This is an optimization exercise on Yosys and OpenROAD, whose aim is small area, a short achievable clock period and few clock cycles per item, not a production implementation.
In this exercise RTL edits were held to simulation tests only and were not proved equivalent to the original.
No activity file was given, so power comes from the tool's default toggle rates.

==> design.v <==
`timescale 1ns / 1ps
package awfm_pkg;
    localparam int SAMPLE_BITS   = 12;
    localparam int WINDOW_DEF    = 128;
    localparam int DEC_BITS      = 8;
    localparam int TICK_BITS     = 32;
    localparam int HALF_BITS     = 16;
    localparam int CFG_IDX_BITS  = 2;
    localparam int CFG_DATA_BITS = 12;
    localparam logic [DEC_BITS-1:0]    DECIMATION_RST = DEC_BITS'(1);
    localparam logic [SAMPLE_BITS-1:0] MIDPOINT_RST   = SAMPLE_BITS'(2048);
    localparam logic [SAMPLE_BITS-1:0] MARGIN_RST     = SAMPLE_BITS'(2047);
    localparam logic [HALF_BITS-1:0]   HALF_MAX       = '1;
    typedef enum logic [CFG_IDX_BITS-1:0] {
        CFG_DECIMATION = 2'd0,
        CFG_MIDPOINT   = 2'd1,
        CFG_MARGIN     = 2'd2
    } t_cfg_idx;
    typedef enum logic [1:0] {
        PH_WAIT_RISE = 2'd0,
        PH_COUNT     = 2'd1,
        PH_STORE     = 2'd2
    } t_phase;
    typedef enum logic [1:0] {
        ST_IDLE   = 2'd0,
        ST_SCAN   = 2'd1,
        ST_FINISH = 2'd2
    } t_state;
    typedef struct packed {
        logic [DEC_BITS-1:0]    decimation;
        logic [SAMPLE_BITS-1:0] midpoint;
        logic [SAMPLE_BITS-1:0] margin;
    } t_cfg;
    typedef struct packed {
        logic                 overload_seen;
        logic [TICK_BITS-1:0] overload_tick;
        logic [HALF_BITS-1:0] half_period;
        logic [TICK_BITS-1:0] tick_count;
    } t_trk_sts;
    typedef struct packed {
        logic                   start;
        logic [SAMPLE_BITS-1:0] data;
    } t_scan_ctl;
    typedef struct packed {
        logic                   done;
        logic [SAMPLE_BITS-1:0] max;
        logic [SAMPLE_BITS-1:0] min;
    } t_scan_sts;
endpackage
`timescale 1ns / 1ps
import awfm_pkg::*;
module awfm_track
(
    input  logic                   i_clk,
    input  logic                   i_rst_n,
    input  awfm_pkg::t_cfg                   i_cfg,
    input  logic                   i_step,
    input  logic [SAMPLE_BITS-1:0] i_sample,
    output logic                   o_kept,
    output awfm_pkg::t_trk_sts               o_sts
);
    logic [TICK_BITS-1:0]   r_ticks;
    logic [DEC_BITS-1:0]    r_dcount;
    logic                   r_ovl_flag;
    logic [TICK_BITS-1:0]   r_ovl_stamp;
    logic [SAMPLE_BITS-1:0] r_prev;
    awfm_pkg::t_phase                 r_phase;
    logic [HALF_BITS-1:0]   r_running;
    logic [HALF_BITS-1:0]   r_last_half;
    logic [TICK_BITS-1:0]   n_ticks;
    logic [DEC_BITS-1:0]    n_dcount;
    logic [SAMPLE_BITS:0]   ovl_limit;
    logic                   overload;
    logic                   rise;
    logic                   fall;
    assign n_ticks   = r_ticks + TICK_BITS'(1);
    assign n_dcount  = r_dcount + DEC_BITS'(1);
    assign o_kept    = (n_dcount >= i_cfg.decimation);
    assign ovl_limit = {1'b0, i_cfg.midpoint} + {1'b0, i_cfg.margin};
    assign overload  = ({1'b0, i_sample} > ovl_limit);
    assign rise      = (r_prev < i_cfg.midpoint) && (i_sample > i_cfg.midpoint);
    assign fall      = (r_prev > i_cfg.midpoint) && (i_sample < i_cfg.midpoint);
    always_ff @(posedge i_clk) begin
        if (!i_rst_n) begin
            r_ticks     <= '0;
            r_dcount    <= '0;
            r_ovl_flag  <= 1'b0;
            r_ovl_stamp <= '0;
            r_prev      <= '0;
            r_phase     <= PH_WAIT_RISE;
            r_running   <= '0;
            r_last_half <= '0;
        end else if (i_step) begin
            r_ticks  <= n_ticks;
            r_dcount <= o_kept ? '0 : n_dcount;
            if (o_kept) begin
                if (overload) begin
                    r_ovl_flag  <= 1'b1;
                    r_ovl_stamp <= n_ticks;
                end
                unique case (r_phase)
                    PH_COUNT: begin
                        if (r_running != HALF_MAX) begin
                            r_running <= r_running + HALF_BITS'(1);
                        end
                        if (fall) begin
                            r_phase <= PH_STORE;
                        end
                    end
                    PH_STORE: begin
                        r_last_half <= r_running;
                        r_running   <= '0;
                        r_phase     <= PH_WAIT_RISE;
                    end
                    default: begin
                        r_running <= '0;
                        r_phase   <= rise ? PH_COUNT : PH_WAIT_RISE;
                    end
                endcase
                r_prev <= i_sample;
            end
        end
    end
    assign o_sts.overload_seen = r_ovl_flag;
    assign o_sts.overload_tick = r_ovl_stamp;
    assign o_sts.half_period   = r_last_half;
    assign o_sts.tick_count    = r_ticks;
endmodule
`timescale 1ns / 1ps
import awfm_pkg::*;
module awfm_scan
#(
    parameter int WINDOW = WINDOW_DEF
) (
    input  logic      i_clk,
    input  logic      i_rst_n,
    input  awfm_pkg::t_scan_ctl i_ctl,
    output awfm_pkg::t_scan_sts o_sts
);
    localparam int ADDR_BITS = (WINDOW > 1) ? $clog2(WINDOW) : 1;
    localparam logic [ADDR_BITS-1:0] LAST = ADDR_BITS'(WINDOW - 1);
    logic [SAMPLE_BITS-1:0] r_mem [WINDOW];
    logic [SAMPLE_BITS-1:0] r_rd;
    logic [ADDR_BITS-1:0]   r_slot;
    logic                   r_wrapped;
    logic [ADDR_BITS-1:0]   r_addr;
    logic                   r_issue;
    logic                   r_cmp;
    logic                   r_cmp_ok;
    logic                   r_cmp_last;
    logic                   r_done;
    logic [SAMPLE_BITS-1:0] r_acc_max;
    logic [SAMPLE_BITS-1:0] r_acc_min;
    logic [SAMPLE_BITS-1:0] cmp_val;
    always_ff @(posedge i_clk) begin
        if (i_ctl.start) begin
            r_mem[r_slot] <= i_ctl.data;
        end
        r_rd <= r_mem[r_addr];
    end
    assign cmp_val = r_cmp_ok ? r_rd : '0;
    always_ff @(posedge i_clk) begin
        if (!i_rst_n) begin
            r_slot     <= '0;
            r_wrapped  <= 1'b0;
            r_addr     <= '0;
            r_issue    <= 1'b0;
            r_cmp      <= 1'b0;
            r_cmp_ok   <= 1'b0;
            r_cmp_last <= 1'b0;
            r_done     <= 1'b0;
            r_acc_max  <= '0;
            r_acc_min  <= '0;
        end else begin
            r_done <= r_cmp && r_cmp_last;
            if (i_ctl.start) begin
                r_slot    <= (r_slot == LAST) ? '0 : r_slot + ADDR_BITS'(1);
                r_wrapped <= r_wrapped || (r_slot == LAST);
                r_addr    <= '0;
                r_issue   <= 1'b1;
                r_acc_max <= '0;
                r_acc_min <= '1;
            end else if (r_issue) begin
                r_addr  <= r_addr + ADDR_BITS'(1);
                r_issue <= (r_addr != LAST);
            end
            r_cmp      <= r_issue;
            r_cmp_ok   <= r_wrapped || (r_addr < r_slot);
            r_cmp_last <= (r_addr == LAST);
            if (r_cmp) begin
                if (cmp_val > r_acc_max) begin
                    r_acc_max <= cmp_val;
                end
                if (cmp_val < r_acc_min) begin
                    r_acc_min <= cmp_val;
                end
            end
        end
    end
    assign o_sts.done = r_done;
    assign o_sts.max  = r_acc_max;
    assign o_sts.min  = r_acc_min;
endmodule
`timescale 1ns / 1ps
import awfm_pkg::*;
module adc_window_frequency_monitor
#(
    parameter int WINDOW = WINDOW_DEF
) (
    input  logic                     i_clk,
    input  logic                     i_rst_n,
    input  logic                     i_sample_valid,
    output logic                     o_sample_ready,
    input  logic [SAMPLE_BITS-1:0]   i_sample,
    output logic                     o_result_valid,
    input  logic                     i_result_ready,
    output logic                     o_result_taken,
    output logic                     o_result_overload_seen,
    output logic [TICK_BITS-1:0]     o_result_overload_tick,
    output logic [SAMPLE_BITS-1:0]   o_result_window_max,
    output logic [SAMPLE_BITS-1:0]   o_result_window_min,
    output logic [HALF_BITS-1:0]     o_result_half_period,
    output logic [TICK_BITS-1:0]     o_result_tick_count,
    input  logic                     i_cfg_valid,
    output logic                     o_cfg_ready,
    input  logic [CFG_IDX_BITS-1:0]  i_cfg_index,
    input  logic [CFG_DATA_BITS-1:0] i_cfg_data
);
    awfm_pkg::t_state    r_state, n_state;
    awfm_pkg::t_cfg      r_cfg;
    awfm_pkg::t_trk_sts  trk_sts;
    awfm_pkg::t_scan_ctl scan_ctl;
    awfm_pkg::t_scan_sts scan_sts;
    logic      kept;
    logic      in_fire;
    logic      out_load;
    logic                   r_out_valid, n_out_valid;
    logic                   r_taken;
    logic                   r_out_taken;
    logic                   r_out_ovl;
    logic [TICK_BITS-1:0]   r_out_ovl_tick;
    logic [SAMPLE_BITS-1:0] r_out_max;
    logic [SAMPLE_BITS-1:0] r_out_min;
    logic [HALF_BITS-1:0]   r_out_half;
    logic [TICK_BITS-1:0]   r_out_ticks;
    assign o_cfg_ready = 1'b1;
    always_ff @(posedge i_clk) begin
        if (!i_rst_n) begin
            r_cfg.decimation <= DECIMATION_RST;
            r_cfg.midpoint   <= MIDPOINT_RST;
            r_cfg.margin     <= MARGIN_RST;
        end else if (i_cfg_valid) begin
            unique case (i_cfg_index)
                CFG_DECIMATION: r_cfg.decimation <= i_cfg_data[DEC_BITS-1:0];
                CFG_MIDPOINT:   r_cfg.midpoint   <= i_cfg_data[SAMPLE_BITS-1:0];
                CFG_MARGIN:     r_cfg.margin     <= i_cfg_data[SAMPLE_BITS-1:0];
                default: ;
            endcase
        end
    end
    assign o_sample_ready = (r_state == ST_IDLE);
    assign in_fire        = i_sample_valid && o_sample_ready;
    assign scan_ctl.start = in_fire && kept;
    assign scan_ctl.data  = i_sample;
    awfm_track u_track (
        .i_clk    (i_clk),
        .i_rst_n  (i_rst_n),
        .i_cfg    (r_cfg),
        .i_step   (in_fire),
        .i_sample (i_sample),
        .o_kept   (kept),
        .o_sts    (trk_sts)
    );
    awfm_scan #(
        .WINDOW (WINDOW)
    ) u_scan (
        .i_clk   (i_clk),
        .i_rst_n (i_rst_n),
        .i_ctl   (scan_ctl),
        .o_sts   (scan_sts)
    );
    always_ff @(posedge i_clk) begin
        if (!i_rst_n) begin
            r_state     <= ST_IDLE;
            r_out_valid <= 1'b0;
        end else begin
            r_state     <= n_state;
            r_out_valid <= n_out_valid;
        end
    end
    always_comb begin
        n_state     = r_state;
        out_load    = 1'b0;
        n_out_valid = r_out_valid && !i_result_ready;
        unique case (r_state)
            ST_IDLE: begin
                if (in_fire) begin
                    n_state = kept ? ST_SCAN : ST_FINISH;
                end
            end
            ST_SCAN: begin
                if (scan_sts.done) begin
                    n_state = ST_FINISH;
                end
            end
            ST_FINISH: begin
                if (!r_out_valid || i_result_ready) begin
                    out_load    = 1'b1;
                    n_out_valid = 1'b1;
                    n_state     = ST_IDLE;
                end
            end
            default: n_state = ST_IDLE;
        endcase
    end
    always_ff @(posedge i_clk) begin
        if (in_fire) begin
            r_taken <= kept;
        end
        if (out_load) begin
            r_out_taken    <= r_taken;
            r_out_ovl      <= trk_sts.overload_seen;
            r_out_ovl_tick <= trk_sts.overload_tick;
            r_out_max      <= scan_sts.max;
            r_out_min      <= scan_sts.min;
            r_out_half     <= trk_sts.half_period;
            r_out_ticks    <= trk_sts.tick_count;
        end
    end
    assign o_result_valid         = r_out_valid;
    assign o_result_taken         = r_out_taken;
    assign o_result_overload_seen = r_out_ovl;
    assign o_result_overload_tick = r_out_ovl_tick;
    assign o_result_window_max    = r_out_max;
    assign o_result_window_min    = r_out_min;
    assign o_result_half_period   = r_out_half;
    assign o_result_tick_count    = r_out_ticks;
endmodule
==> run.sh <==
#!/bin/bash
# synth_recipe.tcl (not shown) runs the flow's synth.tcl, then flattens the netlist and writes it again
# the make line also repeats each setting of config.mk as NAME=value (left out here)
make -C /OpenROAD-flow-scripts/flow DESIGN_CONFIG=/design/flow/config.mk WORK_HOME=/design/flow/orfs CLKGATE_MAP_FILE= SYNTH_SCRIPT=/design/flow/synth_recipe.tcl finish
==> config.mk <==
export PLATFORM = sky130hd
export DESIGN_NAME = adc_window_frequency_monitor
export DESIGN_NICKNAME = adc_window_frequency_monitor
export VERILOG_FILES = /design/flow/design.v
export SDC_FILE = /design/flow/constraint.sdc
export NUM_CORES = 4
export LEC_CHECK = 0
export CAP_MARGIN = 20
export CORE_MARGIN = 2
export CORE_UTILIZATION = 40
export SLEW_MARGIN = 20
==> constraint.sdc <==
create_clock -name core_clock -period 8.0 [get_ports {i_clk}]
set_input_delay 1.6000 -clock core_clock [delete_from_list [all_inputs] [get_ports {i_clk}]]
set_output_delay 1.6000 -clock core_clock [all_outputs]
set_load 0.01 [all_outputs]
==> flow_summary.yaml <==
setup_path:
  worst_setup_path_end_kind: "flip-flop"
  critical_path_arrival_ns: 5.58
  slowest_delay_ns: 1.19
  critical_path_class: "input pin to flip-flop"
  cp.required_ns: 8.44
  cp_slowest_cell: "or4_2"
  r2r_slack_ns: 2.90
  reg2regPathDepth: 12
  cp_cell_sequence: "clkdlybuf4s50_1, nand2_4, clkinv_2, and2_1, nand2_1, buf_4, or4_2, nor2_1"
  crit_fanout: 46
  cp-start-kind: "input pin"
clock_tree:
  cts.path.max_buffers: 3
  numCtsBuffers: 186
  clock_latency_ns: 0.84
  ctsResizeCount: 0
  path_clk_slew_ns: 0.06
  htreeDepth: 4
  cts_hold_buf: 0
  cts_sinks: 1853
  post-cts-setup-buffers: 0
  cts_tree: "done"
  cts-root-buf: "clkbuf_16"
logic_synthesis:
  ys_async_sr_fraction_pct: 0
  yosysSeqAreaShare_pct: 72.96
  synth_cell_types: 79
  ys_dominant_reg_cell: "edfxtp_1"
  syn_inst: 4112
  syn-cell-area_mm2: 0.07338
  synth_edf_count: 1643
  synth_seq_cells: 1853
  avgSynthCellArea_um2: 17.85
  yosysWarnings: 3
  synthesis.nets: 4236
global_route:
  grt_pass1_vias: 38700
  grt_max_degree: 100
  grt_usage_pct: 20.96
  grt_pass1_wl_mm: 281.7
  overflow: 0
  antenna_found_initial: 8
routing:
  drc_errors: 0
  antenna_left: 0
  wl_per_cell_um: 28.71
  via_count: 39890
  viasPerCell: 5.823
  first_iter_violations: 4749
  firstDrtPassIters: 5
  finalWirelength_mm: 196.6
sta:
  relSlewSlack_pct: 15.44
  rsz0062_at_grt: "no"
  tns_ns: 0
  clock_skew_ns: 0.04808
  hold_viol: 0
  fin_crit_sh_pct: 64.28
  worst_pin_slew_ns: 1.264
  setup_viol: 0
  max_freq_mhz: 194.5
  slew_violations: 0
  finalCriticalPeriod_ns: 5.142
worst_hold_path:
  hold_class: "flip-flop to flip-flop"
  hold_path_depth: 0
finish:
  layout_common_cells: "1,643 x edfxtp_1, 378 x mux4_2, 215 x nor2_1"
  area_growth_pct: 14.26
  drive_gt1_share_pct: 19.44
  nets: 4432
  final_common_cell: "edfxtp_1"
place:
  port-buffer-count: 138
  hpwl_mm: 123.5
  finalWeightedCongestion: 0.8681
die:
  die_x_um: 432.3
  die_height_um: 432.3
  std_cell_rows: 157
  initial_core_util_pct: 40.17
  io_pins: 140
  core_area_mm2: 0.1827
  dieArea_mm2: 0.1869
power:
  p_leak_nw: 25.97
  p_total_mw: 21.81
  power_density_mw_per_mm2: 260.1
  ir_drop_mv: 0.1652
flow_run:
  max_cap_violations: 0
status:
  status: "no timing/DRC/antenna violations"
-- final timing paths --
kind | startpoint | end
setup / recovery | i_sample_valid | u_scan.r_mem[98][4]$_DFFE_PP_
hold reg to reg | r_taken$_DFFE_PP_ | r_out_taken$_DFFE_PP_
setup reg to reg | u_track.r_dcount[0]$_SDFFE_PN0P_ | u_scan.r_mem[98][4]$_DFFE_PP_
hold / removal | r_taken$_DFFE_PP_ | r_out_taken$_DFFE_PP_
-- layout make-up --
cell class	count	area (um2)
diodes	4	10.01
clock buffers	216	4818
clock inverters	124	1441
fillers	15570	98840
inverters	69	262.8
multi-input cells	1966	18640
flip-flops and latches	1853	53560
well taps	2385	2984
repair buffers	232	2140
-- Yosys cell counts (6+ instances only) --
| library cell | count | area, um2 |
|---|---|---|
| o31ai_1 | 7 | 52.55 |
| nor2b_1 | 19 | 118.9 |
| or3_1 | 10 | 62.56 |
| and2_1 | 25 | 156.4 |
| o21ai_0 | 50 | 250.2 |
| or4_1 | 6 | 45.04 |
| buf_2 | 59 | 295.3 |
| a221oi_1 | 9 | 78.83 |
| edfxtp_1 | 1643 | 49340 |
| o21ai_1 | 10 | 50.05 |
| o211ai_1 | 16 | 120.1 |
| inv_1 | 67 | 251.5 |
| a21o_1 | 12 | 90.09 |
| ha_1 | 92 | 1151 |
| clkbuf_1 | 107 | 401.6 |
| buf_4 | 38 | 285.3 |
| nand4_1 | 30 | 187.7 |
| and3_1 | 18 | 112.6 |
| nor2_1 | 284 | 1066 |
| mux2i_1 | 92 | 920.9 |
| mux4_2 | 378 | 8513 |
| buf_6 | 11 | 123.9 |
| a211oi_1 | 39 | 292.8 |
| nand2b_1 | 25 | 156.4 |
| nor3_1 | 50 | 250.2 |
| and4_1 | 6 | 52.55 |
| xnor2_1 | 52 | 455.4 |
| o21a_1 | 7 | 52.55 |
| a31oi_1 | 66 | 412.9 |
| o22ai_1 | 62 | 387.9 |
| dfxtp_1 | 210 | 4204 |
| a21oi_1 | 84 | 420.4 |
| or2_2 | 7 | 43.79 |
| nand3b_1 | 33 | 247.7 |
| nor4_1 | 31 | 193.9 |
| nand3_1 | 93 | 465.5 |
| a22oi_1 | 46 | 345.3 |
| xor2_1 | 30 | 262.8 |
| nand2_1 | 213 | 799.5 |
-- metal layers --
layer / vias to the layer above / part of all wire, % / track usage [%]
met4: 4 / 2.8 / 6.053
li1: 16880 / - / -
met1: 20840 / 41 / 29.68
met2: 1861 / 46 / 32.16
met5: - / 0.012 / 0
met3: 296 / 9.8 / 5.209
-- registers in the layout, indices dropped and copies added, names as in the netlist, 16 cells and up --
register and count:
u_track.r_running 16, r_out_ovl_tick 32, u_track.r_ovl_stamp 32, r_out_half 16, u_track.r_last_half 16, r_out_ticks 32, u_track.r_ticks 32, r_cfg 32
u_scan.r_mem 1536
-- worst max-delay path: cells and delay by family --
kind | cells | cell delay (ns)
buffers and inverters | 3 | 1.12
and+or+nand+nor | 5 | 2.80
-- logic make-up after synthesis --
kind of cell | Yosys count | synth area share [%]
flip-flops | 1853 | 72.96
other | 1 | 0.005110
AO/OA/AOI/OAI | 444 | 3.922
adder cells (fa/ha/maj) | 93 | 1.596
multiplexers | 475 | 12.95
buffers and inverters | 293 | 1.942
XOR/XNOR | 82 | 0.9787
AND/OR/NAND/NOR | 871 | 5.642
-- where the power goes --
part | switching, mW | internal (mW) | total, mW
logic | 1.24 | 0.844 | 2.08
registers | 0.125 | 10.7 | 10.8
clock network | 3.77 | 5.15 | 8.91
-- through the flow --
stage / instance area [um2] / util, % / hold slack [ns] / worst slack, ns / cells
floorplan: 73380 / - / 0.4003 / 0.9995 / 4112
global placement: 77280 / 42.30 / 0.4061 / 2.026 / 6489
detailed placement: 77320 / 42.33 / 0.4080 / 1.975 / 6492
CTS: 83580 / 45.75 / 0.4212 / 2.868 / 6832
global route: 83840 / 45.89 / 0.4230 / 2.649 / 6845
finish: 83850 / 45.90 / 0.4181 / 2.858 / 6849
Testbench counts, summed over its fixed seeds: cycles 558,360, items 4,608.

[afterwards: timing with drivers on the ports]
The flow's constraints put no driver on any port. The routed layout listed below was extracted and timed again, unchanged, in two steps. Step 1 sets driving cells, clkbuf_16 on the clock port and buf_2 on the other inputs (assumed; they add their load-dependent delay and slew). Step 2, shift: input delay + t, output delay - t, t = (earliest + latest rising clock arrival at the registers) / 2. This alone moves slack from input paths to output paths. a / b / c = ideal ports / drivers / drivers and shift; a / b = the first two.
t (ns): 0.907
setup slack, ns: 2.858 / 2.898 / 2.009
hold slack, ns: 0.418 / 0.418 / 0.418
worst slew at a driven data input, ns: 0.34
cell pins on the clock port's net: 1
After both steps this run still meets setup and hold. For this run, drivers alone change the setup slack by +0.040 ns; drivers and shift together by -0.849 ns.
